Context: an optimization exercise on an open-source flow, tuned for small area. The choices shown serve that exercise and are no tape-out recipe. Only simulation tests tie the RTL to the original design; equivalence was not proved. Power is estimated from default activity; no workload was simulated.

==> design/flow/design.v <==
package macro_stream_out_pkg;
   localparam int OUT_W = 40;
   localparam int CW = 16;
   localparam int EW = 12 + CW;
endpackage
module macro_stream_out_sq (
   input  logic [12:0] a,
   input  logic [12:0] b,
   output logic [9:0] hi
);
   wire p1 = a[0] & a[1];
   wire p2 = a[0] & a[2];
   wire p3 = a[0] & a[3];
   wire p4 = a[0] & a[4];
   wire p5 = a[0] & a[5];
   wire p6 = a[0] & a[6];
   wire p7 = a[0] & a[7];
   wire p8 = a[0] & a[8];
   wire p9 = a[0] & a[9];
   wire p10 = a[0] & a[10];
   wire p11 = a[0] & a[11];
   wire p12 = a[1] & a[2];
   wire p13 = a[1] & a[3];
   wire p14 = a[1] & a[4];
   wire p15 = a[1] & a[5];
   wire p16 = a[1] & a[6];
   wire p17 = a[1] & a[7];
   wire p18 = a[1] & a[8];
   wire p19 = a[1] & a[9];
   wire p20 = a[1] & a[10];
   wire p21 = a[1] & a[11];
   wire p22 = a[2] & a[3];
   wire p23 = a[2] & a[4];
   wire p24 = a[2] & a[5];
   wire p25 = a[2] & a[6];
   wire p26 = a[2] & a[7];
   wire p27 = a[2] & a[8];
   wire p28 = a[2] & a[9];
   wire p29 = a[2] & a[10];
   wire p30 = a[2] & a[11];
   wire p31 = a[3] & a[4];
   wire p32 = a[3] & a[5];
   wire p33 = a[3] & a[6];
   wire p34 = a[3] & a[7];
   wire p35 = a[3] & a[8];
   wire p36 = a[3] & a[9];
   wire p37 = a[3] & a[10];
   wire p38 = a[3] & a[11];
   wire p39 = a[4] & a[5];
   wire p40 = a[4] & a[6];
   wire p41 = a[4] & a[7];
   wire p42 = a[4] & a[8];
   wire p43 = a[4] & a[9];
   wire p44 = a[4] & a[10];
   wire p45 = a[4] & a[11];
   wire p46 = a[5] & a[6];
   wire p47 = a[5] & a[7];
   wire p48 = a[5] & a[8];
   wire p49 = a[5] & a[9];
   wire p50 = a[5] & a[10];
   wire p51 = a[5] & a[11];
   wire p52 = a[6] & a[7];
   wire p53 = a[6] & a[8];
   wire p54 = a[6] & a[9];
   wire p55 = a[6] & a[10];
   wire p56 = a[6] & a[11];
   wire p57 = a[7] & a[8];
   wire p58 = a[7] & a[9];
   wire p59 = a[7] & a[10];
   wire p60 = a[7] & a[11];
   wire p61 = a[8] & a[9];
   wire p62 = a[8] & a[10];
   wire p63 = a[8] & a[11];
   wire p64 = a[9] & a[10];
   wire p65 = a[9] & a[11];
   wire p66 = a[10] & a[11];
   wire p67 = ~(a[12] & a[0]);
   wire p68 = ~(a[12] & a[1]);
   wire p69 = ~(a[12] & a[2]);
   wire p70 = ~(a[12] & a[3]);
   wire p71 = ~(a[12] & a[4]);
   wire p72 = ~(a[12] & a[5]);
   wire p73 = ~(a[12] & a[6]);
   wire p74 = ~(a[12] & a[7]);
   wire p75 = ~(a[12] & a[8]);
   wire p76 = ~(a[12] & a[9]);
   wire p77 = ~(a[12] & a[10]);
   wire p78 = ~(a[12] & a[11]);
   wire p79 = b[0] & b[1];
   wire p80 = b[0] & b[2];
   wire p81 = b[0] & b[3];
   wire p82 = b[0] & b[4];
   wire p83 = b[0] & b[5];
   wire p84 = b[0] & b[6];
   wire p85 = b[0] & b[7];
   wire p86 = b[0] & b[8];
   wire p87 = b[0] & b[9];
   wire p88 = b[0] & b[10];
   wire p89 = b[0] & b[11];
   wire p90 = b[1] & b[2];
   wire p91 = b[1] & b[3];
   wire p92 = b[1] & b[4];
   wire p93 = b[1] & b[5];
   wire p94 = b[1] & b[6];
   wire p95 = b[1] & b[7];
   wire p96 = b[1] & b[8];
   wire p97 = b[1] & b[9];
   wire p98 = b[1] & b[10];
   wire p99 = b[1] & b[11];
   wire p100 = b[2] & b[3];
   wire p101 = b[2] & b[4];
   wire p102 = b[2] & b[5];
   wire p103 = b[2] & b[6];
   wire p104 = b[2] & b[7];
   wire p105 = b[2] & b[8];
   wire p106 = b[2] & b[9];
   wire p107 = b[2] & b[10];
   wire p108 = b[2] & b[11];
   wire p109 = b[3] & b[4];
   wire p110 = b[3] & b[5];
   wire p111 = b[3] & b[6];
   wire p112 = b[3] & b[7];
   wire p113 = b[3] & b[8];
   wire p114 = b[3] & b[9];
   wire p115 = b[3] & b[10];
   wire p116 = b[3] & b[11];
   wire p117 = b[4] & b[5];
   wire p118 = b[4] & b[6];
   wire p119 = b[4] & b[7];
   wire p120 = b[4] & b[8];
   wire p121 = b[4] & b[9];
   wire p122 = b[4] & b[10];
   wire p123 = b[4] & b[11];
   wire p124 = b[5] & b[6];
   wire p125 = b[5] & b[7];
   wire p126 = b[5] & b[8];
   wire p127 = b[5] & b[9];
   wire p128 = b[5] & b[10];
   wire p129 = b[5] & b[11];
   wire p130 = b[6] & b[7];
   wire p131 = b[6] & b[8];
   wire p132 = b[6] & b[9];
   wire p133 = b[6] & b[10];
   wire p134 = b[6] & b[11];
   wire p135 = b[7] & b[8];
   wire p136 = b[7] & b[9];
   wire p137 = b[7] & b[10];
   wire p138 = b[7] & b[11];
   wire p139 = b[8] & b[9];
   wire p140 = b[8] & b[10];
   wire p141 = b[8] & b[11];
   wire p142 = b[9] & b[10];
   wire p143 = b[9] & b[11];
   wire p144 = b[10] & b[11];
   wire p145 = ~(b[12] & b[0]);
   wire p146 = ~(b[12] & b[1]);
   wire p147 = ~(b[12] & b[2]);
   wire p148 = ~(b[12] & b[3]);
   wire p149 = ~(b[12] & b[4]);
   wire p150 = ~(b[12] & b[5]);
   wire p151 = ~(b[12] & b[6]);
   wire p152 = ~(b[12] & b[7]);
   wire p153 = ~(b[12] & b[8]);
   wire p154 = ~(b[12] & b[9]);
   wire p155 = ~(b[12] & b[10]);
   wire p156 = ~(b[12] & b[11]);
   wire s157 = a[1] ^ b[1] ^ p1;
   wire c158 = (a[1] & b[1]) | (a[1] & p1) | (b[1] & p1);
   wire s159 = p2 ^ p80 ^ c158;
   wire c160 = (p2 & p80) | (p2 & c158) | (p80 & c158);
   wire s161 = a[2] ^ b[2] ^ p12;
   wire c162 = (a[2] & b[2]) | (a[2] & p12) | (b[2] & p12);
   wire s163 = p3 ^ p81 ^ p90;
   wire c164 = (p3 & p81) | (p3 & p90) | (p81 & p90);
   wire s165 = s161 ^ s163 ^ c160;
   wire c166 = (s161 & s163) | (s161 & c160) | (s163 & c160);
   wire s167 = p13 ^ p4 ^ p82;
   wire c168 = (p13 & p4) | (p13 & p82) | (p4 & p82);
   wire s169 = p91 ^ c162 ^ c164;
   wire c170 = (p91 & c162) | (p91 & c164) | (c162 & c164);
   wire s171 = s167 ^ s169 ^ c166;
   wire c172 = (s167 & s169) | (s167 & c166) | (s169 & c166);
   wire s173 = a[3] ^ b[3] ^ p100;
   wire c174 = (a[3] & b[3]) | (a[3] & p100) | (b[3] & p100);
   wire s175 = p14 ^ p22 ^ p5;
   wire c176 = (p14 & p22) | (p14 & p5) | (p22 & p5);
   wire s177 = p83 ^ p92 ^ c168;
   wire c178 = (p83 & p92) | (p83 & c168) | (p92 & c168);
   wire s179 = s173 ^ s175 ^ c170;
   wire c180 = (s173 & s175) | (s173 & c170) | (s175 & c170);
   wire s181 = s177 ^ s179 ^ c172;
   wire c182 = (s177 & s179) | (s177 & c172) | (s179 & c172);
   wire s183 = p101 ^ p15 ^ p23;
   wire c184 = (p101 & p15) | (p101 & p23) | (p15 & p23);
   wire s185 = p6 ^ p84 ^ p93;
   wire c186 = (p6 & p84) | (p6 & p93) | (p84 & p93);
   wire s187 = c174 ^ c176 ^ s183;
   wire c188 = (c174 & c176) | (c174 & s183) | (c176 & s183);
   wire s189 = s185 ^ c178 ^ s187;
   wire c190 = (s185 & c178) | (s185 & s187) | (c178 & s187);
   wire s191 = c180 ^ s189 ^ c182;
   wire c192 = (c180 & s189) | (c180 & c182) | (s189 & c182);
   wire s193 = a[4] ^ b[4] ^ p102;
   wire c194 = (a[4] & b[4]) | (a[4] & p102) | (b[4] & p102);
   wire s195 = p109 ^ p16 ^ p24;
   wire c196 = (p109 & p16) | (p109 & p24) | (p16 & p24);
   wire s197 = p31 ^ p7 ^ p85;
   wire c198 = (p31 & p7) | (p31 & p85) | (p7 & p85);
   wire s199 = p94 ^ c184 ^ c186;
   wire c200 = (p94 & c184) | (p94 & c186) | (c184 & c186);
   wire s201 = s193 ^ s195 ^ s197;
   wire c202 = (s193 & s195) | (s193 & s197) | (s195 & s197);
   wire s203 = c188 ^ s199 ^ s201;
   wire c204 = (c188 & s199) | (c188 & s201) | (s199 & s201);
   wire s205 = c190 ^ s203 ^ c192;
   wire c206 = (c190 & s203) | (c190 & c192) | (s203 & c192);
   wire s207 = p103 ^ p110 ^ p17;
   wire c208 = (p103 & p110) | (p103 & p17) | (p110 & p17);
   wire s209 = p25 ^ p32 ^ p8;
   wire c210 = (p25 & p32) | (p25 & p8) | (p32 & p8);
   wire s211 = p86 ^ p95 ^ c194;
   wire c212 = (p86 & p95) | (p86 & c194) | (p95 & c194);
   wire s213 = c196 ^ c198 ^ s207;
   wire c214 = (c196 & c198) | (c196 & s207) | (c198 & s207);
   wire s215 = s209 ^ c200 ^ c202;
   wire c216 = (s209 & c200) | (s209 & c202) | (c200 & c202);
   wire s217 = s211 ^ s213 ^ c204;
   wire c218 = (s211 & s213) | (s211 & c204) | (s213 & c204);
   wire s219 = s215 ^ s217 ^ c206;
   wire c220 = (s215 & s217) | (s215 & c206) | (s217 & c206);
   wire s221 = a[5] ^ b[5] ^ p104;
   wire c222 = (a[5] & b[5]) | (a[5] & p104) | (b[5] & p104);
   wire s223 = p111 ^ p117 ^ p18;
   wire c224 = (p111 & p117) | (p111 & p18) | (p117 & p18);
   wire s225 = p26 ^ p33 ^ p39;
   wire c226 = (p26 & p33) | (p26 & p39) | (p33 & p39);
   wire s227 = p87 ^ p9 ^ p96;
   wire c228 = (p87 & p9) | (p87 & p96) | (p9 & p96);
   wire s229 = c208 ^ c210 ^ s221;
   wire c230 = (c208 & c210) | (c208 & s221) | (c210 & s221);
   wire s231 = s223 ^ s225 ^ s227;
   wire c232 = (s223 & s225) | (s223 & s227) | (s225 & s227);
   wire s233 = c212 ^ c214 ^ s229;
   wire c234 = (c212 & c214) | (c212 & s229) | (c214 & s229);
   wire s235 = s231 ^ c216 ^ s233;
   wire c236 = (s231 & c216) | (s231 & s233) | (c216 & s233);
   wire s237 = c218 ^ s235 ^ c220;
   wire c238 = (c218 & s235) | (c218 & c220) | (s235 & c220);
   wire s239 = p10 ^ p105 ^ p112;
   wire c240 = (p10 & p105) | (p10 & p112) | (p105 & p112);
   wire s241 = p118 ^ p19 ^ p27;
   wire c242 = (p118 & p19) | (p118 & p27) | (p19 & p27);
   wire s243 = p34 ^ p40 ^ p88;
   wire c244 = (p34 & p40) | (p34 & p88) | (p40 & p88);
   wire s245 = p97 ^ c222 ^ c224;
   wire c246 = (p97 & c222) | (p97 & c224) | (c222 & c224);
   wire s247 = c226 ^ c228 ^ s239;
   wire c248 = (c226 & c228) | (c226 & s239) | (c228 & s239);
   wire s249 = s241 ^ s243 ^ c230;
   wire c250 = (s241 & s243) | (s241 & c230) | (s243 & c230);
   wire s251 = c232 ^ s245 ^ s247;
   wire c252 = (c232 & s245) | (c232 & s247) | (s245 & s247);
   wire s253 = c234 ^ s249 ^ s251;
   wire c254 = (c234 & s249) | (c234 & s251) | (s249 & s251);
   wire s255 = c236 ^ s253 ^ c238;
   wire c256 = (c236 & s253) | (c236 & c238) | (s253 & c238);
   wire s257 = a[6] ^ b[6] ^ p106;
   wire c258 = (a[6] & b[6]) | (a[6] & p106) | (b[6] & p106);
   wire s259 = p11 ^ p113 ^ p119;
   wire c260 = (p11 & p113) | (p11 & p119) | (p113 & p119);
   wire s261 = p124 ^ p20 ^ p28;
   wire c262 = (p124 & p20) | (p124 & p28) | (p20 & p28);
   wire s263 = p35 ^ p41 ^ p46;
   wire c264 = (p35 & p41) | (p35 & p46) | (p41 & p46);
   wire s265 = p89 ^ p98 ^ c240;
   wire c266 = (p89 & p98) | (p89 & c240) | (p98 & c240);
   wire s267 = c242 ^ c244 ^ s257;
   wire c268 = (c242 & c244) | (c242 & s257) | (c244 & s257);
   wire s269 = s259 ^ s261 ^ s263;
   wire c270 = (s259 & s261) | (s259 & s263) | (s261 & s263);
   wire s271 = c246 ^ c248 ^ s265;
   wire c272 = (c246 & c248) | (c246 & s265) | (c248 & s265);
   wire s273 = s267 ^ s269 ^ c250;
   wire c274 = (s267 & s269) | (s267 & c250) | (s269 & c250);
   wire s275 = c252 ^ s271 ^ s273;
   wire c276 = (c252 & s271) | (c252 & s273) | (s271 & s273);
   wire s277 = c254 ^ s275 ^ c256;
   wire c278 = (c254 & s275) | (c254 & c256) | (s275 & c256);
   wire s279 = p107 ^ p114 ^ p120;
   wire c280 = (p107 & p114) | (p107 & p120) | (p114 & p120);
   wire s281 = p125 ^ p145 ^ p21;
   wire c282 = (p125 & p145) | (p125 & p21) | (p145 & p21);
   wire s283 = p29 ^ p36 ^ p42;
   wire c284 = (p29 & p36) | (p29 & p42) | (p36 & p42);
   wire s285 = p47 ^ p67 ^ p99;
   wire c286 = (p47 & p67) | (p47 & p99) | (p67 & p99);
   wire s287 = c258 ^ c260 ^ c262;
   wire c288 = (c258 & c260) | (c258 & c262) | (c260 & c262);
   wire s289 = c264 ^ s279 ^ s281;
   wire c290 = (c264 & s279) | (c264 & s281) | (s279 & s281);
   wire s291 = s283 ^ s285 ^ c266;
   wire c292 = (s283 & s285) | (s283 & c266) | (s285 & c266);
   wire s293 = c268 ^ c270 ^ s287;
   wire c294 = (c268 & c270) | (c268 & s287) | (c270 & s287);
   wire s295 = s289 ^ c272 ^ s291;
   wire c296 = (s289 & c272) | (s289 & s291) | (c272 & s291);
   wire s297 = s293 ^ c274 ^ s295;
   wire c298 = (s293 & c274) | (s293 & s295) | (c274 & s295);
   wire s299 = c276 ^ s297 ^ c278;
   wire c300 = (c276 & s297) | (c276 & c278) | (s297 & c278);
   wire s301 = ~(a[7] ^ b[7]);
   wire c302 = a[7] | b[7];
   wire s303 = p108 ^ p115 ^ p121;
   wire c304 = (p108 & p115) | (p108 & p121) | (p115 & p121);
   wire s305 = p126 ^ p130 ^ p146;
   wire c306 = (p126 & p130) | (p126 & p146) | (p130 & p146);
   wire s307 = p30 ^ p37 ^ p43;
   wire c308 = (p30 & p37) | (p30 & p43) | (p37 & p43);
   wire s309 = p48 ^ p52 ^ p68;
   wire c310 = (p48 & p52) | (p48 & p68) | (p52 & p68);
   wire s311 = s301 ^ c280 ^ c282;
   wire c312 = (s301 & c280) | (s301 & c282) | (c280 & c282);
   wire s313 = c284 ^ c286 ^ s303;
   wire c314 = (c284 & c286) | (c284 & s303) | (c286 & s303);
   wire s315 = s305 ^ s307 ^ s309;
   wire c316 = (s305 & s307) | (s305 & s309) | (s307 & s309);
   wire s317 = c288 ^ c290 ^ s311;
   wire c318 = (c288 & c290) | (c288 & s311) | (c290 & s311);
   wire s319 = s313 ^ s315 ^ c292;
   wire c320 = (s313 & s315) | (s313 & c292) | (s315 & c292);
   wire s321 = c294 ^ s317 ^ c296;
   wire c322 = (c294 & s317) | (c294 & c296) | (s317 & c296);
   wire s323 = s319 ^ c298 ^ s321;
   wire c324 = (s319 & c298) | (s319 & s321) | (c298 & s321);
   wire s325 = p116 ^ p122 ^ p127;
   wire c326 = (p116 & p122) | (p116 & p127) | (p122 & p127);
   wire s327 = p131 ^ p147 ^ p38;
   wire c328 = (p131 & p147) | (p131 & p38) | (p147 & p38);
   wire s329 = p44 ^ p49 ^ p53;
   wire c330 = (p44 & p49) | (p44 & p53) | (p49 & p53);
   wire s331 = p69 ^ c302 ^ c304;
   wire c332 = (p69 & c302) | (p69 & c304) | (c302 & c304);
   wire s333 = c306 ^ c308 ^ c310;
   wire c334 = (c306 & c308) | (c306 & c310) | (c308 & c310);
   wire s335 = s325 ^ s327 ^ s329;
   wire c336 = (s325 & s327) | (s325 & s329) | (s327 & s329);
   wire s337 = c312 ^ c314 ^ c316;
   wire c338 = (c312 & c314) | (c312 & c316) | (c314 & c316);
   wire s339 = s331 ^ s333 ^ s335;
   wire c340 = (s331 & s333) | (s331 & s335) | (s333 & s335);
   wire s341 = c318 ^ s337 ^ s339;
   wire c342 = (c318 & s337) | (c318 & s339) | (s337 & s339);
   wire s343 = c320 ^ s341 ^ c322;
   wire c344 = (c320 & s341) | (c320 & c322) | (s341 & c322);
   wire s345 = a[8] ^ b[8] ^ p123;
   wire c346 = (a[8] & b[8]) | (a[8] & p123) | (b[8] & p123);
   wire s347 = p128 ^ p132 ^ p135;
   wire c348 = (p128 & p132) | (p128 & p135) | (p132 & p135);
   wire s349 = p148 ^ p45 ^ p50;
   wire c350 = (p148 & p45) | (p148 & p50) | (p45 & p50);
   wire s351 = p54 ^ p57 ^ p70;
   wire c352 = (p54 & p57) | (p54 & p70) | (p57 & p70);
   wire s353 = c326 ^ c328 ^ c330;
   wire c354 = (c326 & c328) | (c326 & c330) | (c328 & c330);
   wire s355 = s345 ^ s347 ^ s349;
   wire c356 = (s345 & s347) | (s345 & s349) | (s347 & s349);
   wire s357 = s351 ^ c332 ^ c334;
   wire c358 = (s351 & c332) | (s351 & c334) | (c332 & c334);
   wire s359 = c336 ^ s353 ^ s355;
   wire c360 = (c336 & s353) | (c336 & s355) | (s353 & s355);
   wire s361 = c338 ^ s357 ^ c340;
   wire c362 = (c338 & s357) | (c338 & c340) | (s357 & c340);
   wire s363 = s359 ^ c342 ^ s361;
   wire c364 = (s359 & c342) | (s359 & s361) | (c342 & s361);
   wire s365 = p129 ^ p133 ^ p136;
   wire c366 = (p129 & p133) | (p129 & p136) | (p133 & p136);
   wire s367 = p149 ^ p51 ^ p55;
   wire c368 = (p149 & p51) | (p149 & p55) | (p51 & p55);
   wire s369 = p58 ^ p71 ^ c346;
   wire c370 = (p58 & p71) | (p58 & c346) | (p71 & c346);
   wire s371 = c348 ^ c350 ^ c352;
   wire c372 = (c348 & c350) | (c348 & c352) | (c350 & c352);
   wire s373 = s365 ^ s367 ^ c354;
   wire c374 = (s365 & s367) | (s365 & c354) | (s367 & c354);
   wire s375 = c356 ^ s369 ^ s371;
   wire c376 = (c356 & s369) | (c356 & s371) | (s369 & s371);
   wire s377 = c358 ^ s373 ^ c360;
   wire c378 = (c358 & s373) | (c358 & c360) | (s373 & c360);
   wire s379 = s375 ^ c362 ^ s377;
   wire c380 = (s375 & c362) | (s375 & s377) | (c362 & s377);
   wire s381 = a[9] ^ b[9] ^ p134;
   wire c382 = (a[9] & b[9]) | (a[9] & p134) | (b[9] & p134);
   wire s383 = p137 ^ p139 ^ p150;
   wire c384 = (p137 & p139) | (p137 & p150) | (p139 & p150);
   wire s385 = p56 ^ p59 ^ p61;
   wire c386 = (p56 & p59) | (p56 & p61) | (p59 & p61);
   wire s387 = p72 ^ c366 ^ c368;
   wire c388 = (p72 & c366) | (p72 & c368) | (c366 & c368);
   wire s389 = s381 ^ s383 ^ s385;
   wire c390 = (s381 & s383) | (s381 & s385) | (s383 & s385);
   wire s391 = c370 ^ c372 ^ s387;
   wire c392 = (c370 & c372) | (c370 & s387) | (c372 & s387);
   wire s393 = s389 ^ c374 ^ c376;
   wire c394 = (s389 & c374) | (s389 & c376) | (c374 & c376);
   wire s395 = s391 ^ c378 ^ s393;
   wire c396 = (s391 & c378) | (s391 & s393) | (c378 & s393);
   wire s397 = p138 ^ p140 ^ p151;
   wire c398 = (p138 & p140) | (p138 & p151) | (p140 & p151);
   wire s399 = p60 ^ p62 ^ p73;
   wire c400 = (p60 & p62) | (p60 & p73) | (p62 & p73);
   wire s401 = c382 ^ c384 ^ c386;
   wire c402 = (c382 & c384) | (c382 & c386) | (c384 & c386);
   wire s403 = s397 ^ s399 ^ c388;
   wire c404 = (s397 & s399) | (s397 & c388) | (s399 & c388);
   wire s405 = c390 ^ s401 ^ c392;
   wire c406 = (c390 & s401) | (c390 & c392) | (s401 & c392);
   wire s407 = s403 ^ c394 ^ s405;
   wire c408 = (s403 & c394) | (s403 & s405) | (c394 & s405);
   wire s409 = a[10] ^ b[10] ^ p141;
   wire c410 = (a[10] & b[10]) | (a[10] & p141) | (b[10] & p141);
   wire s411 = p142 ^ p152 ^ p63;
   wire c412 = (p142 & p152) | (p142 & p63) | (p152 & p63);
   wire s413 = p64 ^ p74 ^ c398;
   wire c414 = (p64 & p74) | (p64 & c398) | (p74 & c398);
   wire s415 = c400 ^ s409 ^ s411;
   wire c416 = (c400 & s409) | (c400 & s411) | (s409 & s411);
   wire s417 = c402 ^ s413 ^ s415;
   wire c418 = (c402 & s413) | (c402 & s415) | (s413 & s415);
   wire s419 = c404 ^ s417 ^ c406;
   wire c420 = (c404 & s417) | (c404 & c406) | (s417 & c406);
   wire s421 = p143 ^ p153 ^ p65;
   wire c422 = (p143 & p153) | (p143 & p65) | (p153 & p65);
   wire s423 = p75 ^ c410 ^ c412;
   wire c424 = (p75 & c410) | (p75 & c412) | (c410 & c412);
   wire s425 = s421 ^ c414 ^ c416;
   wire c426 = (s421 & c414) | (s421 & c416) | (c414 & c416);
   wire s427 = s423 ^ c418 ^ s425;
   wire c428 = (s423 & c418) | (s423 & s425) | (c418 & s425);
   wire s429 = a[11] ^ b[11] ^ p144;
   wire c430 = (a[11] & b[11]) | (a[11] & p144) | (b[11] & p144);
   wire s431 = p154 ^ p66 ^ p76;
   wire c432 = (p154 & p66) | (p154 & p76) | (p66 & p76);
   wire s433 = c422 ^ s429 ^ s431;
   wire c434 = (c422 & s429) | (c422 & s431) | (s429 & s431);
   wire s435 = c424 ^ s433 ^ c426;
   wire c436 = (c424 & s433) | (c424 & c426) | (s433 & c426);
   wire s437 = p155 ^ p77 ^ c430;
   wire c438 = (p155 & p77) | (p155 & c430) | (p77 & c430);
   wire s439 = c432 ^ c434 ^ s437;
   wire c440 = (c432 & c434) | (c432 & s437) | (c434 & s437);
   wire s441 = a[12] ^ b[12] ^ p156;
   wire c442 = (a[12] & b[12]) | (a[12] & p156) | (b[12] & p156);
   wire s443 = p78 ^ s441 ^ c438;
   wire c444 = (p78 & s441) | (p78 & c438) | (s441 & c438);
   wire k445 = a[0] & b[0];
   wire k446 = p79 & s157;
   wire k447 = s159 & k446;
   wire k448 = s165 & k447;
   wire k449 = s171 & k448;
   wire k450 = s181 & k449;
   wire k451 = s191 & k450;
   wire k452 = s205 & k451;
   wire k453 = s219 & k452;
   wire k454 = s237 & k453;
   wire k455 = s255 & k454;
   wire k456 = s277 & k455;
   wire k457 = s299 & k456;
   wire k458 = (s323 & c300) | (s323 & k457) | (c300 & k457);
   wire k459 = (c324 & s343) | (c324 & k458) | (s343 & k458);
   wire [9:0] ra = {c442, c440, s439, c428, s427, c408, c396, c380, c364, s363};
   wire [9:0] rb = {c444, s443, c436, s435, c420, s419, s407, s395, s379, c344};
   assign hi = ra + rb + 10'(k459);
endmodule
module macro_stream_out_fifo #(
   parameter int WIDTH = 29
) (
   input  logic             clk,
   input  logic             rst,
   input  logic             push,
   input  logic [WIDTH-1:0] wdata,
   input  logic             pop,
   output logic [WIDTH-1:0] rdata,
   output logic             full,
   output logic             empty
);
   logic [7:0]             head_q;
   logic [7:0][WIDTH-1:0]  mem_q;
   logic                   wr_en, rd_en;
   always_comb begin
      empty = ~(|head_q);
      full  = head_q[7];
      rd_en = pop & ~empty;
      wr_en = push & (~full | rd_en);
      rdata = '0;
      for (int i = 0; i < 8; i++) rdata = rdata | ({WIDTH{head_q[i]}} & mem_q[i]);
   end
   always_ff @(posedge clk) begin
      if (rst)                 head_q <= '0;
      else if (wr_en & ~rd_en) head_q <= {head_q[6:0], empty};
      else if (rd_en & ~wr_en) head_q <= {1'b0, head_q[7:1]};
   end
   always_ff @(posedge clk) if (wr_en) mem_q <= {mem_q[6:0], wdata};
endmodule
module macro_stream_out (
   input  logic        clk,
   input  logic        rst,
   input  logic        en,
   input  logic        in_valid,
   input  logic        barrier,
   input  logic [15:0] u_x,
   input  logic [15:0] u_y,
   input  logic [15:0] rho,
   output logic        out_valid,
   input  logic        out_ready,
   output logic [39:0] out_data,
   output logic        frame_done,
   output logic [15:0] frame_count,
   output logic        overflow
);
   localparam int CW = macro_stream_out_pkg::CW;
   localparam int EW = macro_stream_out_pkg::EW;
   logic [9:0]    sq;
   logic          big_x, big_y;
   logic          sat, spec, rneg, m_o, b2_o, spec_o;
   logic [7:0]    inten;
   logic [CW-1:0] c0, c1_q, c2_q, c3_q;
   logic          v1_q, v2_q, v3_q;
   logic [5:0]    x_q, y_q;
   logic          last, fifo_full, fifo_empty, pop;
   logic          frame_done_q, overflow_q;
   logic [15:0]   frame_count_q;
   logic [EW-1:0] rdata;
   macro_stream_out_sq u_sq (.a(u_x[12:0]), .b(u_y[12:0]), .hi(sq));
   always_comb begin
      big_x = ~((&u_x[15:12]) | ~(|u_x[15:12]));
      big_y = ~((&u_y[15:12]) | ~(|u_y[15:12]));
      sat   = big_x | big_y | (|sq[9:8]);
      spec  = barrier | sat;
      inten = barrier ? 8'h00 : (sat ? 8'hFF : sq[7:0]);
      rneg  = rho[15];
      c0[15]    = rneg | spec;
      c0[14]    = inten[7];
      c0[13:7]  = (spec & ~rneg) ? rho[14:8] : inten[6:0];
      c0[6]     = rneg | (~spec & rho[14]);
      c0[5]     = rneg ? spec : rho[13];
      c0[4:0]   = rho[12:8];
   end
   always_ff @(posedge clk) begin
      c1_q <= c0;
      c2_q <= c1_q;
      c3_q <= c2_q;
   end
   assign last = (x_q == 6'd49) && (y_q == 6'd49);
   assign pop  = out_ready & ~fifo_empty;
   always_ff @(posedge clk) begin
      if (rst) begin
         v1_q          <= 1'b0;
         v2_q          <= 1'b0;
         v3_q          <= 1'b0;
         x_q           <= '0;
         y_q           <= '0;
         frame_done_q  <= 1'b0;
         frame_count_q <= '0;
         overflow_q    <= 1'b0;
      end else begin
         v1_q          <= en & in_valid;
         v2_q          <= v1_q;
         v3_q          <= v2_q;
         if (v3_q) begin
            if (x_q == 6'd49) begin
               x_q <= '0;
               y_q <= (y_q == 6'd49) ? '0 : y_q + 6'd1;
            end else begin
               x_q <= x_q + 6'd1;
            end
         end
         frame_done_q  <= v3_q & last;
         frame_count_q <= frame_count_q + 16'(v3_q & last);
         overflow_q    <= overflow_q | (v3_q & fifo_full & ~pop);
      end
   end
   macro_stream_out_fifo #(.WIDTH(EW)) u_fifo (
      .clk   (clk),
      .rst   (rst),
      .push  (v3_q),
      .wdata ({x_q, y_q, c3_q}),
      .pop   (out_ready),
      .rdata (rdata),
      .full  (fifo_full),
      .empty (fifo_empty)
   );
   assign out_valid   = ~fifo_empty;
   always_comb begin
      m_o    = rdata[15];
      b2_o   = m_o & ~rdata[6];
      spec_o = m_o & (~rdata[6] | rdata[5]);
      out_data = {2'b00, rdata[27:22], 2'b00, rdata[21:16],
                  5'b00000, m_o & rdata[6], spec_o & rdata[14], spec_o & ~rdata[14],
                  b2_o ? {8{rdata[14]}} : rdata[14:7],
                  1'b0, m_o ? (rdata[6] ? 7'd0 : rdata[13:7]) : rdata[6:0]};
   end
   assign frame_done  = frame_done_q;
   assign frame_count = frame_count_q;
   assign overflow    = overflow_q;
endmodule
==> design/flow/flow/run.sh <==
#!/bin/bash
# Layout flow: the standard synthesis, then a netlist clean-up pass (flow/polarity.py:
# buffers out, smallest drive strengths, full-adder polarity), then the standard layout from the
# floorplan on, with the ports buffered by the smallest buffer.
set -euo pipefail
W=$PWD
R=$W/orfs/results/$FLOW_PLATFORM/macro_stream_out/base
bash standard.sh synth > $W/synth.log 2>&1
cp $R/1_2_yosys.v $W/1_2_yosys.standard.v
python3 $W/flow/polarity.py $W/1_2_yosys.standard.v $R/1_2_yosys.v $FLOW_HOME/platforms/$FLOW_PLATFORM/lib/sky130_fd_sc_hd__tt_025C_1v80.lib > $W/polarity.log 2>&1
rm -f $R/1_synth.odb $R/1_synth.sdc
bash standard.sh "BUFFER_PORTS_ARGS=-buffer_cell sky130_fd_sc_hd__buf_1" finish > $W/layout.log 2>&1
==> design/flow/flow/polarity.py <==
#!/usr/bin/env python3
"""Area clean-up of a synthesized sky130hd netlist; registers and ports are left as they are.

- Buffers that synthesis left are removed (the layout buffers again where it needs to).
- Gates start at their smallest drive strength (the layout sizes up where timing needs it).
- A nand4 of four single-use a22oi (an 8-way AND-OR) becomes a nand3 of a222oi, a222oi, a22oi.
- Polarity: a full adder is self-dual, FA(~a, ~b, ~c) = (~sum, ~carry), and and2/nand2,
  or2/nor2, xor2/xnor2, and3/nand3, or3/nor3 are complemented twins. Yosys's extract_fa often
  builds adders on complemented signals and leaves an inverter on many adder-to-adder
  connections. All inverters are removed, a simulated-annealing search (fixed seed) picks for
  each adder and twin gate whether it works on true or complemented signals, and one inverter is
  put back for each signal that some pin needs complemented.
Usage: polarity.py IN.v OUT.v [LIBERTY]"""
import re
import sys
import random

src = open(sys.argv[1]).read()
CELL_RE = re.compile(r'^(\s*)(sky130_fd_sc_hd__\w+)\s+(\S+)\s*\((.*?)\);\n', re.S | re.M)
PIN_RE = re.compile(r'\.(\w+)\(((?:\\\S+\s)|[^)]*?)\s*\)')
OUT_PINS = {'X', 'Y', 'Q', 'Q_N', 'COUT', 'SUM', 'HI', 'LO'}

cells = []   # dict(type, name, pins: list[(pin, net)], span)
for m in CELL_RE.finditer(src):
    pins = [(p, n.strip()) for p, n in PIN_RE.findall(m.group(4))]
    cells.append({'type': m.group(2), 'name': m.group(3), 'pins': pins, 'span': m.span(), 'indent': m.group(1)})

PORTS = set()
for m in re.finditer(r'^\s*(?:input|output|inout)\s+(?:\[[^\]]*\]\s*)?(\S+?)\s*;', src, re.M):
    PORTS.add(m.group(1))


def net_base(n):
    return re.sub(r'\s*\[\d+\]$', '', n.strip())


def is_inv(c):
    if re.fullmatch(r'sky130_fd_sc_hd__(inv|clkinv)_\d+', c['type']) is None:
        return False
    # an inverter that drives a port stays as it is
    return net_base(dict(c['pins'])['Y']) not in PORTS

# plain buffers that synthesis left (ABC fanout buffers) are taken out: placement buffers again
# where the layout needs it
def is_buf(c):
    if re.fullmatch(r'sky130_fd_sc_hd__(buf|clkbuf)_\d+', c['type']) is None:
        return False
    return net_base(dict(c['pins'])['X']) not in PORTS


buf_of = {}
for c in cells:
    if is_buf(c):
        d = dict(c['pins'])
        buf_of[d['X']] = d['A']


def unbuf(n):
    k = 0
    while n in buf_of and k < 100:
        n = buf_of[n]
        k += 1
    return n


for c in cells:
    if not is_buf(c):
        c['pins'] = [(p, n if p in OUT_PINS else unbuf(n)) for p, n in c['pins']]
cells_all = cells
removed_bufs = [c for c in cells if is_buf(c)]
cells = [c for c in cells if not is_buf(c)]

# drive strengths: every gate starts at its smallest size; the layout's repair sizes up where
# timing needs it
LIBCELLS = set()
if len(sys.argv) > 3:
    LIBCELLS = set(re.findall(r'cell\s*\(\s*"?(sky130_fd_sc_hd__\w+?)"?\s*\)', open(sys.argv[3]).read()))
n_down = 0
for c in cells:
    m = re.fullmatch(r'(sky130_fd_sc_hd__\w+?)_(\d+)', c['type'])
    if not m or m.group(2) in ('0', '1') or 'df' in c['type'] or 'dl' in c['type']:
        continue
    for small in ('_1', '_0'):
        if m.group(1) + small in LIBCELLS:
            c['type'] = m.group(1) + small
            n_down += 1
            break

# 8-way AND-OR read trees: nand4 of four single-use a22oi become nand3 of a222oi, a222oi, a22oi
loads = {}
drv_cell = {}
for c in cells:
    for p, n in c['pins']:
        if p in OUT_PINS:
            drv_cell[n] = c
        else:
            loads[n] = loads.get(n, 0) + 1
n_tree = 0
for c in cells:
    if c['type'] != 'sky130_fd_sc_hd__nand4_1' or c.get('deleted'):
        continue
    d = dict(c['pins'])
    gs = [drv_cell.get(d[k]) for k in ('A', 'B', 'C', 'D')]
    if any(g is None or g['type'] != 'sky130_fd_sc_hd__a22oi_1' or g.get('deleted') for g in gs):
        continue
    if any(loads.get(d[k], 0) != 1 or net_base(d[k]) in PORTS for k in ('A', 'B', 'C', 'D')):
        continue
    if len(set(id(g) for g in gs)) != 4:
        continue
    g1, g2, g3, g4 = [dict(g['pins']) for g in gs]
    gs[0]['type'] = gs[1]['type'] = 'sky130_fd_sc_hd__a222oi_1'
    gs[0]['pins'] = [('A1', g1['A1']), ('A2', g1['A2']), ('B1', g1['B1']), ('B2', g1['B2']),
                     ('C1', g4['A1']), ('C2', g4['A2']), ('Y', g1['Y'])]
    gs[1]['pins'] = [('A1', g2['A1']), ('A2', g2['A2']), ('B1', g2['B1']), ('B2', g2['B2']),
                     ('C1', g4['B1']), ('C2', g4['B2']), ('Y', g2['Y'])]
    gs[3]['deleted'] = True
    c['type'] = 'sky130_fd_sc_hd__nand3_1'
    c['pins'] = [('A', g1['Y']), ('B', g2['Y']), ('C', g3['Y']), ('Y', d['Y'])]
    n_tree += 1
cells = [c for c in cells if not c.get('deleted')]


def is_fa(c):
    return re.fullmatch(r'sky130_fd_sc_hd__fa_\d+', c['type']) is not None

inv_of = {}   # output net -> input net
for c in cells:
    if is_inv(c):
        d = dict(c['pins'])
        inv_of[d['Y']] = d['A']

def root(net):
    p = 0
    seen = 0
    while net in inv_of and seen < 100:
        net = inv_of[net]
        p ^= 1
        seen += 1
    return net, p

# nets read by assign statements (outputs, renames) keep their true polarity
assign_reads = set()
for m in re.finditer(r'^\s*assign\s+(.*?)\s*=\s*(.*?);', src, re.M):
    for n in re.findall(r'(\\\S+\s|[A-Za-z_][\w$.]*(?:\[\d+\])?)', m.group(2)):
        assign_reads.add(n.strip())

# cells with a complemented twin: flipping one swaps its type and complements its output
TWIN = {'and2_1': 'nand2_1', 'nand2_1': 'and2_1', 'or2_1': 'nor2_1', 'nor2_1': 'or2_1',
        'xor2_1': 'xnor2_1', 'xnor2_1': 'xor2_1', 'and3_1': 'nand3_1', 'nand3_1': 'and3_1',
        'or3_1': 'nor3_1', 'nor3_1': 'or3_1'}
AREA = {'and2_1': 6.256, 'nand2_1': 3.7536, 'or2_1': 6.256, 'nor2_1': 3.7536, 'xor2_1': 8.7584,
        'xnor2_1': 8.7584, 'and3_1': 6.256, 'nand3_1': 5.0048, 'or3_1': 6.256, 'nor3_1': 5.0048}
INV_AREA = 3.7536
fa_idx = {}
driver_fa = {}   # net -> flippable cell index (full adder SUM/COUT, or twin cell output)
fas = []
flip_cost = []
for c in cells:
    short = c['type'].replace('sky130_fd_sc_hd__', '')
    drives_port = any(p in OUT_PINS and net_base(n) in PORTS for p, n in c['pins'])
    if (is_fa(c) or short in TWIN) and not drives_port:
        fa_idx[c['name']] = len(fas)
        fas.append(c)
        flip_cost.append(0.0 if is_fa(c) else AREA[TWIN[short]] - AREA[short])
        for p, n in c['pins']:
            if p in ('SUM', 'COUT', 'X', 'Y'):
                driver_fa[n] = len(fas) - 1

# consumers: (fa index or None, root net, polarity)
cons = []
for c in cells:
    if is_inv(c):
        continue
    f = fa_idx.get(c['name']) if is_fa(c) else None
    for p, n in c['pins']:
        if p in OUT_PINS or n == '':
            continue
        r, pol = root(n)
        cons.append((f, r, pol))
for n in assign_reads:
    r, pol = root(n)
    if pol or n in inv_of:
        cons.append((None, r, pol))
# inverters driving nothing but other removed inverters are dropped; an inverter output read by an
# assign is covered above

by_root = {}
for i, (f, r, pol) in enumerate(cons):
    by_root.setdefault(r, []).append(i)
fa_roots = [set() for _ in fas]
for i, (f, r, pol) in enumerate(cons):
    if f is not None:
        fa_roots[f].add(r)
for r in by_root:
    if r in driver_fa:
        fa_roots[driver_fa[r]].add(r)

phi = [0] * len(fas)

def need_inv(r):
    phys = phi[driver_fa[r]] if r in driver_fa else 0
    for i in by_root[r]:
        f, _, pol = cons[i]
        want = pol ^ (phi[f] if f is not None else 0)
        if want != phys:
            return 1
    return 0

def cost():
    return sum(need_inv(r) for r in by_root)

def local(f):
    return sum(need_inv(r) for r in fa_roots[f])

def total():
    return INV_AREA * sum(need_inv(r) for r in by_root) + sum(flip_cost[f] for f in range(len(fas)) if phi[f])


def local(f):
    return INV_AREA * sum(need_inv(r) for r in fa_roots[f]) + (flip_cost[f] if phi[f] else 0)


import math
rng = random.Random(1)
start = total()
cur = start
best, best_phi = cur, phi[:]
T = 4.0
steps = 200000
for it in range(steps):
    f = rng.randrange(len(fas))
    before = local(f)
    phi[f] ^= 1
    d = local(f) - before
    if d <= 0 or rng.random() < math.exp(-d / T):
        cur += d
        if cur < best - 1e-9:
            best, best_phi = cur, phi[:]
    else:
        phi[f] ^= 1
    T = max(0.05, 4.0 * (1 - it / steps))
phi = best_phi


# rewrite; the outputs of flipped cells carry the complement and get new names
ren = {}
for r, f in driver_fa.items():
    if phi[f]:
        ren[r] = r + '_pn'
inv_net = {}
new_cells = []
k = 0
for r in sorted(by_root):
    if need_inv(r):
        k += 1
        inv_net[r] = f'polinv_n{k}'
        phys = ren.get(r, r)
        new_cells.append(f'  sky130_fd_sc_hd__inv_1 polinv_{k} (\n    .A({phys}{" " if phys.startswith(chr(92)) else ""}),\n    .Y(polinv_n{k})\n  );\n')

def conn(f, n):
    r, pol = root(n)
    phys = phi[driver_fa[r]] if r in driver_fa else 0
    want = pol ^ (phi[f] if f is not None else 0)
    return ren.get(r, r) if want == phys else inv_net[r]

def fmt(n):
    return n + ' ' if n.startswith('\\') else n

out = []
pos = 0
first = None
for c in cells_all:
    a, b = c['span']
    out.append(src[pos:a])
    pos = b
    if first is None:
        first = len(out)
    if is_inv(c) or is_buf(c) or c.get('deleted'):
        continue
    f = fa_idx.get(c['name'])
    ctype = c['type']
    if f is not None and not is_fa(c):
        if phi[f]:
            ctype = 'sky130_fd_sc_hd__' + TWIN[ctype.replace('sky130_fd_sc_hd__', '')]
        f = None
    pins = []
    for p, n in c['pins']:
        if p in OUT_PINS or n == '':
            if ctype != c['type'] and p in ('X', 'Y'):
                p = 'Y' if p == 'X' else 'X'
            pins.append((p, ren.get(n, n)))
        else:
            pins.append((p, conn(f, n)))
    body = ',\n'.join(f'{c["indent"]}  .{p}({fmt(n)})' for p, n in pins)
    out.append(f'{c["indent"]}{ctype} {c["name"]} (\n{body}\n{c["indent"]});\n')
out.append(src[pos:])
text = ''.join(out)
# assigns that read an inverter output or a flipped adder output
NAME_RE = re.compile(r'(\\\S+\s|[A-Za-z_][\w$.]*(?:\[\d+\])?)')


def fix_assign(m):
    rhs = m.group(2)

    def rep(mm):
        n = mm.group(0).strip()
        if n in inv_of or n in driver_fa:
            return fmt(conn(None, n))
        return mm.group(0)
    head = m.group(0)[:m.start(2) - m.start(0)]
    return head + NAME_RE.sub(rep, rhs) + ';'


text = re.sub(r'^\s*assign\s+(.*?)\s*=\s*(.*?);', fix_assign, text, flags=re.M)
decl = ''.join(f'  wire polinv_n{i};\n' for i in range(1, k + 1))
decl += ''.join(f'  wire {fmt(n)};\n' for n in ren.values())
cells_text = ''.join(new_cells)
i = text.find('\n  sky130_fd_sc_hd__')
text = text[:i + 1] + decl + cells_text + text[i + 1:]
open(sys.argv[2], 'w').write(text)
n_inv = sum(1 for c in cells if is_inv(c))
print(f'buffers removed: {len(removed_bufs)}, read trees rebuilt: {n_tree}, gates sized down: {n_down}')
print(f'flippable cells: {len(fas)}, flipped: {sum(phi)}, inverters before: {n_inv}, after: {k}, '
      f'area change {best - INV_AREA * n_inv:.1f} um2 (search start {start:.1f})')
==> design/flow/standard.sh <==
#!/bin/bash
# synth_recipe.tcl (not shown) runs the flow's synth.tcl, then flattens the netlist and writes it again
# the make line also repeats each setting of config.mk as NAME=value (left out here)
make -C /OpenROAD-flow-scripts/flow DESIGN_CONFIG=/design/flow/config.mk WORK_HOME=/design/flow/orfs CLKGATE_MAP_FILE= SYNTH_SCRIPT=/design/flow/synth_recipe.tcl "${@:-finish}"
==> design/flow/config.mk <==
export PLATFORM = sky130hd
export DESIGN_NAME = macro_stream_out
export DESIGN_NICKNAME = macro_stream_out
export VERILOG_FILES = /design/flow/design.v
export SDC_FILE = /design/flow/constraint.sdc
export NUM_CORES = 4
export LEC_CHECK = 0
export CAP_MARGIN = 5
export CORE_MARGIN = 2
export CORE_UTILIZATION = 40
export CTS_CLUSTER_DIAMETER = 80
export CTS_CLUSTER_SIZE = 30
export PLACE_DENSITY = 0.95
export SLEW_MARGIN = 5
==> design/flow/constraint.sdc <==
create_clock -name core_clock -period 10.0 [get_ports {clk}]
set_input_delay 2.0000 -clock core_clock [delete_from_list [all_inputs] [get_ports {clk}]]
set_output_delay 2.0000 -clock core_clock [all_outputs]
set_load 0.01 [all_outputs]
==> flow_summary.json, run 1 <==
{
  "status": "complete, no violations",
  "max_clock_freq_mhz": 103,
  "port_buffers": 94,
  "vias": 9435,
  "grt_pass1_vias": 9696,
  "rsz0062_at_grt": "no",
  "relSlewSlack_pct": 19.5,
  "hold_viol_final": 0,
  "cts_root_buffer": "clkbuf_16",
  "clkTransAtPathRegs_ns": 0.10,
  "path_class": "primary input to flip-flop",
  "synthCells": 1039,
  "routed_wl_um": 32100,
  "synth_area_um2": 14900,
  "critPathSlowestCell": "fa_1",
  "cap_violations": 0,
  "antennaDiodeCount": 0,
  "firstDrtPassIters": 5,
  "leakagePower_nw": 5.72,
  "final_common_cell": "edfxtp_1",
  "clock_latency_ns": 0.50,
  "final_cell_mix": "224 x edfxtp_1, 140 x fa_1, 137 x nand2_1",
  "drive_gt1_share_pct": 5.68,
  "grt_max_degree": 226,
  "avgViaCountPerCell": 5.66,
  "powerDensity_nw_per_um2": 202,
  "coreArea_um2": 36600,
  "areaGrowthSynthToFinish_pct": 12.1,
  "cts_sinks": 313,
  "min_path_type": "flip-flop to flip-flop",
  "dp.cells": 1640,
  "irDropWorstVdd_uv": 135,
  "layout.cells.non_filler": 1666,
  "grt_antenna_before_repair": 2,
  "worst_pin_slew_ns": 1.21,
  "grt_pass1_wl_um": 51500,
  "hpwlAfterDp_um": 22200,
  "drc": 0,
  "wl_per_cell_um": 19.3,
  "htreeDepth": 1,
  "setup_violations": 0,
  "required_ns": 10.42,
  "initial_core_util_pct": 40.6,
  "initialDrtViolationCount": 1137,
  "fin_skew_ns": 0.0331,
  "min_period_ns": 9.68,
  "period_share_pct": 96.8,
  "finalMaxSlewViolations": 0,
  "die_h_um": 197,
  "nNetsFinal": 1405,
  "tns_ns": 0,
  "die_w_um": 197,
  "fp.dieArea_um2": 38700,
  "path_max_fanout": 5,
  "tritoncts": "yes",
  "crit_top_cell": "fa_1",
  "fillCellCount": 3166,
  "cts_buffers": 15,
  "start_kind": "primary input",
  "avgSynthCellArea_um2": 14.3,
  "crit_arrival_ns": 10.10,
  "yosys_warnings": 2,
  "grt.total_usage_pct": 16.6,
  "ant_nets": 0,
  "place_congestion": 0.905,
  "rows": 70,
  "io_pins": 113,
  "clock_path_buffers": 3,
  "fin_util_pct": 45.5,
  "grt-ovfl-total": 0,
  "endpoint_kind": "flip-flop",
  "critPathMaxStageDelay_ns": 0.45
}
-- registers in the layout, summed over array words and instances (netlist names), 6 cells and up --
signal	flops
u_fifo.head_q	8
x_q	6
c3_q	16
u_fifo.mem_q	224
c2_q	16
frame_count_q	16
y_q	6
c1_q	16
-- what timing repair did --
action,CTS,global route
resized for setup,0,10
hold buffers,0,0
buffers inserted,0,0
endpoints found under the setup margin,0,11
-- final cells by class --
type	count	area, µm²	area share (%)
clock buffer	22	402	2.41
timing repair buffer	135	672	4.03
sequential	313	8510	51.0
tap	468	586	3.51
inverter	39	146	0.878
clock inverter	3	77.6	0.465
multi-input combinational	686	6280	37.7
-- layer usage --
layer,global-route usage [%],wire (µm),vias to the layer above
li1,-,-,4099
met3,2.57,2950,56
met2,28.5,15800,522
met4,4.09,583,4
met1,22.1,12700,4754
met5,0,30,-
-- critical path: cells and delay by family --
family / cells / cell delay, ns
buf+inv: 3 / 0.43
fa+ha+maj: 15 / 5.89
mux: 1 / 0.20
simple gates: 5 / 0.80
compound gates: 5 / 0.78
-- worst paths after layout --
kind                                          start                      endpoint  slack, ns  cells past startpoint
worst max-delay path                         u_x[1]              c1_q[13]$_DFF_P_       0.32                     29
worst min-delay path               c2_q[13]$_DFF_P_              c3_q[13]$_DFF_P_       0.33                      0
worst max register to register  x_q[0]$_SDFFE_PP0P_  frame_count_q[13]$_SDFF_PP0_       6.69                     10
worst min register to register     c2_q[13]$_DFF_P_              c3_q[13]$_DFF_P_       0.33                      0
-- stage by stage --
| stage | area (µm²) | hold WS, ns | power [W] | setup WS, ns |
|---|---|---|---|---|
| after floorplan | 14900 | 0.310 | 0.00231 | 0.265 |
| after global placement | 16100 | 0.312 | 0.00259 | 0.0247 |
| after detailed placement | 16100 | 0.312 | 0.00265 | -0.298 |
| after CTS | 16600 | 0.328 | 0.00334 | 0.218 |
| after global routing | 16700 | 0.339 | 0.00360 | 0.0380 |
| final | 16700 | 0.332 | 0.00337 | 0.325 |
-- power by group --
| part | switching (W) | leakage (nW) | internal, W |
|---|---|---|---|
| combinational | 0.000680 | 2.76 | 0.000592 |
| clock | 0.000389 | 0.229 | 0.000308 |
| sequential | 0.00000693 | 2.73 | 0.00139 |
==> run 2, diff against run 1 <==
--- a/design/flow/config.mk
+++ b/design/flow/config.mk
@@ -10,5 +10,5 @@
 export CORE_UTILIZATION = 40
 export CTS_CLUSTER_DIAMETER = 80
 export CTS_CLUSTER_SIZE = 30
-export PLACE_DENSITY = 0.95
+export PLACE_DENSITY = 0.9
 export SLEW_MARGIN = 5
==> flow_summary.json, run 2 <==
{
  "status": "complete, no violations",
  "vias": 9377,
  "synthCells": 1039,
  "routed_wl_um": 32000,
  "avgViaCountPerCell": 5.63,
  "hold_viol_final": 0,
  "drc": 0,
  "largest_reg_flops": 224,
  "rsz0062_at_grt": "no",
  "worst_pin_slew_ns": 1.25,
  "hpwlAfterDp_um": 22000,
  "grt_antenna_before_repair": 3,
  "die_w_um": 197,
  "coreArea_um2": 36600,
  "final_cell_mix": "224 x edfxtp_1, 140 x fa_1, 137 x nand2_1",
  "required_ns": 10.40,
  "wl_per_cell_um": 19.2,
  "yosys_warnings": 2,
  "die_h_um": 197,
  "postCtsSetupRepairBufs": 0,
  "setup_violations": 0,
  "place_congestion": 0.883,
  "powerDensity_nw_per_um2": 198,
  "relSlewSlack_pct": 16.6,
  "synth_area_um2": 14900,
  "initialDrtViolationCount": 1326,
  "hold_start": "c2_q[4]$_DFF_P_",
  "rows": 70,
  "critPathMaxStageDelay_ns": 0.44,
  "fin_skew_ns": 0.0128,
  "worstHoldEndpoint": "c3_q[4]$_DFF_P_",
  "hold_depth": 0,
  "cts_hold_buf": 0,
  "ant_nets": 0,
  "cts_root_buffer": "clkbuf_16",
  "avgSynthCellArea_um2": 14.3,
  "fin_ws_ns": 0.379,
  "top_register": "u_fifo.mem_q",
  "tritoncts": "yes",
  "clkTransAtPathRegs_ns": 0.10,
  "cap_violations": 0,
  "worst-path-buf-inv": 3,
  "start_kind": "primary input",
  "grt_max_degree": 225,
  "cts_buffers": 14,
  "max_clock_freq_mhz": 104,
  "holdWs_ns": 0.332,
  "tns_ns": 0,
  "irDropWorstVdd_uv": 140,
  "nNetsFinal": 1403,
  "place_ws_ns": -0.0605,
  "io_pins": 113,
  "initial_core_util_pct": 40.6,
  "worst_r2r_endpoint": "frame_count_q[14]$_SDFF_PP0_",
  "reg2reg_slack_ns": 7.39,
  "path_max_fanout": 10,
  "htreeDepth": 1,
  "endpoint_kind": "flip-flop",
  "finalMaxSlewViolations": 0,
  "period_share_pct": 96.2,
  "leakagePower_nw": 5.68,
  "drive_gt1_share_pct": 4.93,
  "min_period_ns": 9.62,
  "clock_path_buffers": 3,
  "cts_sinks": 313,
  "crit_arrival_ns": 10.02,
  "crit_family": "adder cells",
  "cts_resized": 0,
  "fillCellCount": 3153,
  "critPathSlowestCell": "fa_1",
  "grt.total_usage_pct": 16.3,
  "port_buffers": 94,
  "firstDrtPassIters": 6,
  "min_path_type": "flip-flop to flip-flop",
  "areaGrowthSynthToFinish_pct": 11.4,
  "crit_top_cell": "fa_1",
  "clock_latency_ns": 0.50,
  "path_class": "primary input to flip-flop",
  "final_common_cell": "edfxtp_1",
  "final_cell_area_um2": 16600,
  "grt_pass1_wl_um": 50800,
  "r2r_cells": 14,
  "grt-ovfl-total": 0,
  "fp.dieArea_um2": 38700,
  "placed_area_um2": 16100,
  "grt_pass1_vias": 9677,
  "regToRegStartpoint": "x_q[1]$_SDFFE_PP0P_"
}
==> run 2: routing by layer <==
layer	global-route usage (%)	part of all wire [%]
met1	22.0	39
met2	27.5	48
met3	3.08	10
met4	3.90	2.0
met5	0	0.050
==> run 2: how the worst max path moves through the flow <==
stage,start,to,cells past startpoint
6_report,u_x[1],c1_q[6]$_DFF_P_,29
4_1_cts,u_x[1],c1_q[6]$_DFF_P_,29
3_3_place_gp,u_x[1],c1_q[6]$_DFF_P_,29
2_1_floorplan,u_x[1],c1_q[10]$_DFF_P_,27
3_5_place_dp,u_x[1],c1_q[6]$_DFF_P_,29
5_1_grt,u_x[1],c1_q[6]$_DFF_P_,29
==> run 2: cell type report <==
cell class	instances	area (µm²)	area share (%)
clock inverters	2	25.0	0.151
well taps	468	586	3.53
repair buffers	134	666	4.02
multi-input cells	686	6230	37.6
inverters	39	146	0.883
flip-flops and latches	313	8510	51.3
diodes	2	5.00	0.0302
clock buffers	22	402	2.42
==> run 2: metrics by stage <==
step                utilization, %  instances  total power (W)
floorplan                        -       1048          0.00231
global placement              44.1       1640          0.00257
detailed placement            44.1       1640          0.00265
CTS                           45.2       1664          0.00330
global route                  45.2       1664          0.00350
finish                        45.3       1666          0.00327
==> run 2: worst register-to-register path: stages (launching register included) <==
cell      delay [ns]
dfxtp_1         0.39
inv_1           0.10
ha_1            0.14
nand4b_1        0.10
nor3b_1         0.19
buf_4           0.20
nand3_1         0.15
inv_1           0.09
ha_1            0.16
ha_1            0.26
and3_1          0.21
and3_1          0.19
nand4_1         0.12
xor2_1          0.15
nor2_1          0.06
==> run 2: report_power, final <==
part           switching, W  internal [W]
clock              0.000373      0.000286
combinational      0.000651      0.000562
sequential       0.00000679       0.00139
total               0.00103       0.00224

[separate check: timing with driven ports]
Ports are ideal in the flow. The routed layouts listed here were re-timed in OpenROAD.
Step 1 sets driving cells, clkbuf_16 on the clock port and buf_2 on the other inputs (assumed; they add their load-dependent delay and slew).
Step 2 adds t to the input delays and takes it off the output delays; t is the mean of the earliest and latest rising clock arrival at the registers after step 1. Input paths then give back, and output paths get back, about the clock's delay inside the block.
Slacks: no drivers / after step 1 / after step 2; pairs: no drivers / after step 1.
| run | t, ns | setup slack, ns | worst setup path at the end | latest minus earliest clock arrival (ns) | worst slew at a driven data input, ns |
|---|---|---|---|---|---|
| run 1 | 0.526 | 0.325 / 0.346 / -0.180 | input to register | 0.039 / 0.038 | 0.08 |
| run 2 | 0.534 | 0.379 / 0.400 / -0.134 | input to register | 0.015 / 0.015 | 0.09 |
With both steps, setup timing fails in run 1 and run 2, where it was met with ideal ports. For run 2, which loses most, drivers alone change the setup slack by +0.021 ns; drivers and shift together by -0.513 ns.
